What follows belongs to an exercise in optimizing a design on an open flow for small area, a short achievable clock period and few clock cycles per item; a production flow would make more cautious choices. RTL that was checked went through simulation tests only; none was proved equivalent to the original. Power figures rest on the tool's default switching activity, not on a simulated workload.

// lfu_cache_hit_detector_core
module lfu_cache_hit_detector_core #(
    parameter int MAX_ENTRIES = lchd_pkg::MAX_ENTRIES_DFLT
) (
    input  logic                          clk,
    input  logic                          rst_n,
    input  logic                          cfg_we,
    input  logic [lchd_pkg::CAP_W-1:0]    cfg_wdata,
    input  logic                          s_axis_tvalid,
    output logic                          s_axis_tready,
    input  logic [lchd_pkg::KEY_W-1:0]    s_axis_tdata,
    output logic                          m_axis_tvalid,
    input  logic                          m_axis_tready,
    output logic [lchd_pkg::RES_W-1:0]    m_axis_tdata
);
    localparam int N     = MAX_ENTRIES;
    localparam int KW    = lchd_pkg::KEY_W;
    localparam int CW    = lchd_pkg::COUNT_W;
    localparam int TW    = lchd_pkg::TOTAL_W;
    localparam int CAPW  = lchd_pkg::CAP_W;
    localparam int IDX_W = (N > 1) ? $clog2(N) : 1;
    function automatic logic [IDX_W-1:0] lim_idx(input logic [CAPW-1:0] cap);
        if (cap == '0)
            lim_idx = '0;
        else if (cap > CAPW'(N))
            lim_idx = IDX_W'(N-1);
        else
            lim_idx = IDX_W'(cap - CAPW'(1));
    endfunction
    localparam logic [CW-1:0] CNT_ZERO = CW'(1);
    localparam logic [CW-1:0] CNT_LAST = CW'(2);
    function automatic logic [CW-1:0] lfsr_next(input logic [CW-1:0] c);
        lfsr_next = (c >> 1) ^ (c[0] ? 16'hB400 : 16'h0000);
    endfunction
    logic [KW-1:0]    kp_q  [0:N-1];    
    logic [IDX_W-1:0] ptr_q [0:N-1];    
    logic [CW-1:0]    cnt_q [0:N-1];
    logic [N-1:0]  v_q;
    logic [N-1:0]  eq_q;
    logic [N-1:0]  sat_q;               
    logic [CAPW-1:0] cap_q;
    logic          room_q;              
    logic          av_q;
    logic [KW-1:0] a_q;
    logic [N-1:0]  e_q;                 
    logic          ek_q;                
    logic          kv_q;
    logic [KW-1:0] k_q;
    logic [N-1:0]  meq_q;               
    logic          hit_q;               
    logic          miss_q;              
    logic          rdy_q;
    logic          hv_q, q1v_q, q2v_q;
    logic          h_hit_q, q1_hit_q, q2_hit_q;
    logic [TW-1:0] h_tot_q;
    logic upd, mv, s_hs, pop, full_n;
    assign upd   = kv_q;
    assign full_n = ~pop & (q2v_q | (q1v_q & kv_q));
    assign mv    = av_q & ~full_n;
    assign s_axis_tready = rdy_q;
    assign s_hs  = s_axis_tvalid & rdy_q;
  ...
For scale: roughly 1000 flip-flops.
clock: 5.0 ns
lec_check: 0
cap_margin: 20
core_margin: 2
core_utilization: 65
cts_cluster_diameter: 100
cts_cluster_size: 24
setup_slack_margin: 2.6
slew_margin: 20
standard.sh (not shown) runs the stock make flow with config.mk's settings and CLKGATE_MAP_FILE= SYNTH_SCRIPT=/design/flow/synth_recipe.tcl, a recipe that flattens the netlist after the stock synthesis.
==> flow/flow/run.sh <==
#!/bin/bash
# Standard ORFS flow, with plain buffers on the ports instead of the
# default pick (a delay buffer).
set -e
export BUFFER_PORTS_ARGS="-buffer_cell sky130_fd_sc_hd__buf_4"
bash standard.sh > standard.log 2>&1
Edit:
--- a/flow/design.v
+++ b/flow/design.v
@@ -78,17 +78,17 @@
     assign m_axis_tvalid = hv_q;
     assign m_axis_tdata  = lchd_pkg::RES_W'({h_tot_q, h_hit_q});
     logic [N-1:0] mh, gl, gr, go, stop, on, last, fh, ins, mins, missch;
     logic         hit, miss, room;
     always_comb
     begin
         for (int i = 0; i < N; i++)
         begin
-            mh[i]   = meq_q[i];
+            mh[i]   = meq_q[i] & ~sat_q[i];
         end
         for (int i = 0; i < N; i++)
         begin
             gl[i]   = (2*i+1 < N) ? eq_q[(2*i+1) % N] : 1'b0;
             gr[i]   = (2*i+2 < N) ? (eq_q[(2*i+2) % N] & ~gl[i]) : 1'b0;
             stop[i] = ~gl[i] & ~gr[i];
         end
         for (int i = 0; i < N; i++)
@@ -302,14 +302,14 @@
             room_q <= room_n;
             if (load_head & add)
                 h_tot_q <= tot_inc;
             av_q  <= av_n;
             kv_q  <= kv_n;
             hv_q  <= hv_n;
             q1v_q <= q1v_n;
             q2v_q <= q2v_n;
-            meq_q  <= mv ? (meq_n & v_n & ~sat_n) : '0;
+            meq_q  <= mv ? (meq_n & v_n) : '0;
             miss_q <= mv & ~hit_n;
             rdy_q <= ~av_n | ~(q2v_n | (q1v_n & kv_n));
         end
     end
 endmodule
Result: Non-clock buffer count falls by 76; wire length came out higher by 0.36%; hold slack degrades by 60 ps; area after synthesis is about the same; final area came out lower by 1.8%; worst setup slack improved by 120 ps; total power is lower by 39%; die area hardly moves; flip-flop and latch count does not change; count of clock-buffer cells in the layout grows by 12; sequential power falls by 24%.
Testbench counts after the change, summed over its fixed seeds: cycles 12,024, items 12,000.
For the first run of this note, only the layout was checked, not whether the RTL still works.


Setup of before:
lfu_cache_hit_detector_core with an RTL version that a note above also has.
For scale: about 4,400 cells after synthesis, roughly 1,000 flip-flops, roughly 84 I/O pins, ~0.052 mm^2 of cells after synthesis.
Settings: LEC_CHECK=0, CAP_MARGIN=20, CORE_MARGIN=2, CORE_UTILIZATION=65, CTS_CLUSTER_DIAMETER=100, CTS_CLUSTER_SIZE=24, SETUP_SLACK_MARGIN=2.75, SLEW_MARGIN=20; clock period 5.0 ns.
Scripts as last shown in full above: flow/flow/run.sh
Testbench counts of before, summed over its fixed seeds: cycles 12,024, items 12,000.
[inputs] after vs before
--- a/flow/design.v
+++ b/flow/design.v
@@ -78,17 +78,17 @@
     assign m_axis_tvalid = hv_q;
     assign m_axis_tdata  = lchd_pkg::RES_W'({h_tot_q, h_hit_q});
     logic [N-1:0] mh, gl, gr, go, stop, on, last, fh, ins, mins, missch;
     logic         hit, miss, room;
     always_comb
     begin
         for (int i = 0; i < N; i++)
         begin
-            mh[i]   = meq_q[i] & ~sat_q[i];
+            mh[i]   = meq_q[i];
         end
         for (int i = 0; i < N; i++)
         begin
             gl[i]   = (2*i+1 < N) ? eq_q[(2*i+1) % N] : 1'b0;
             gr[i]   = (2*i+2 < N) ? (eq_q[(2*i+2) % N] & ~gl[i]) : 1'b0;
             stop[i] = ~gl[i] & ~gr[i];
         end
         for (int i = 0; i < N; i++)
@@ -302,14 +302,14 @@
             room_q <= room_n;
             if (load_head & add)
                 h_tot_q <= tot_inc;
             av_q  <= av_n;
             kv_q  <= kv_n;
             hv_q  <= hv_n;
             q1v_q <= q1v_n;
             q2v_q <= q2v_n;
-            meq_q  <= mv ? (meq_n & v_n) : '0;
+            meq_q  <= mv ? (meq_n & v_n & ~sat_n) : '0;
             miss_q <= mv & ~hit_n;
             rdy_q <= ~av_n | ~(q2v_n | (q1v_n & kv_n));
         end
     end
 endmodule
## What came out
Relative to before, the fmax measured on after has decreased by a little under 10%.
Worst hold slack: after worse than before
Diff before..after | sequential share of layout area | negligible
On after: share of total power in the clock network is 13 points lower than what before gave.
after vs. before: global-route usage over all layers -0.87 points; maximum vdd drop lower; combinational power share rose 26 points; worst setup slack saw a decrease; slew of the pin with the lowest slew margin shows a reduction of 0.065 ns.
For after, only the layout was checked, not whether the RTL still works.

[static timing again, ports no longer ideal]
Ports are ideal in the flow. The routed layouts listed here were re-timed in OpenROAD.
Step 1: set_driving_cell puts a clkbuf_16 on clk and a buf_2 on each other input, an assumption about the parent block.
Step 2 also shifts input and output timing later by t, the mid clock arrival at the registers, as if the neighbouring blocks saw the same clock.
Three values: ideal ports, drivers, drivers and shift; two values: the first two.
run | t (ns) | setup WS [ns] | worst register clock-pin slew, ns | worst data-port slew with drivers (ns) | cell pins on the clock port's net
the first run of note 1 | 0.732 | 2.460 / 2.460 / 1.903 | 0.10 / 0.10 | 0.04 | 1
the second run of note 1 | 0.728 | 2.583 / 2.583 / 1.961 | 0.11 / 0.11 | 0.07 | 1
before | 0.731 | 2.659 / 2.602 / 2.051 | 0.11 / 0.11 | 0.11 | 1
after | 0.736 | 2.459 / 2.459 / 2.019 | 0.10 / 0.10 | 0.05 | 1
After both steps setup and hold are still met in every run listed. The setup slack of the second run of note 1, which loses most, moves by 0.000 ns with the drivers and by -0.622 ns with both steps.
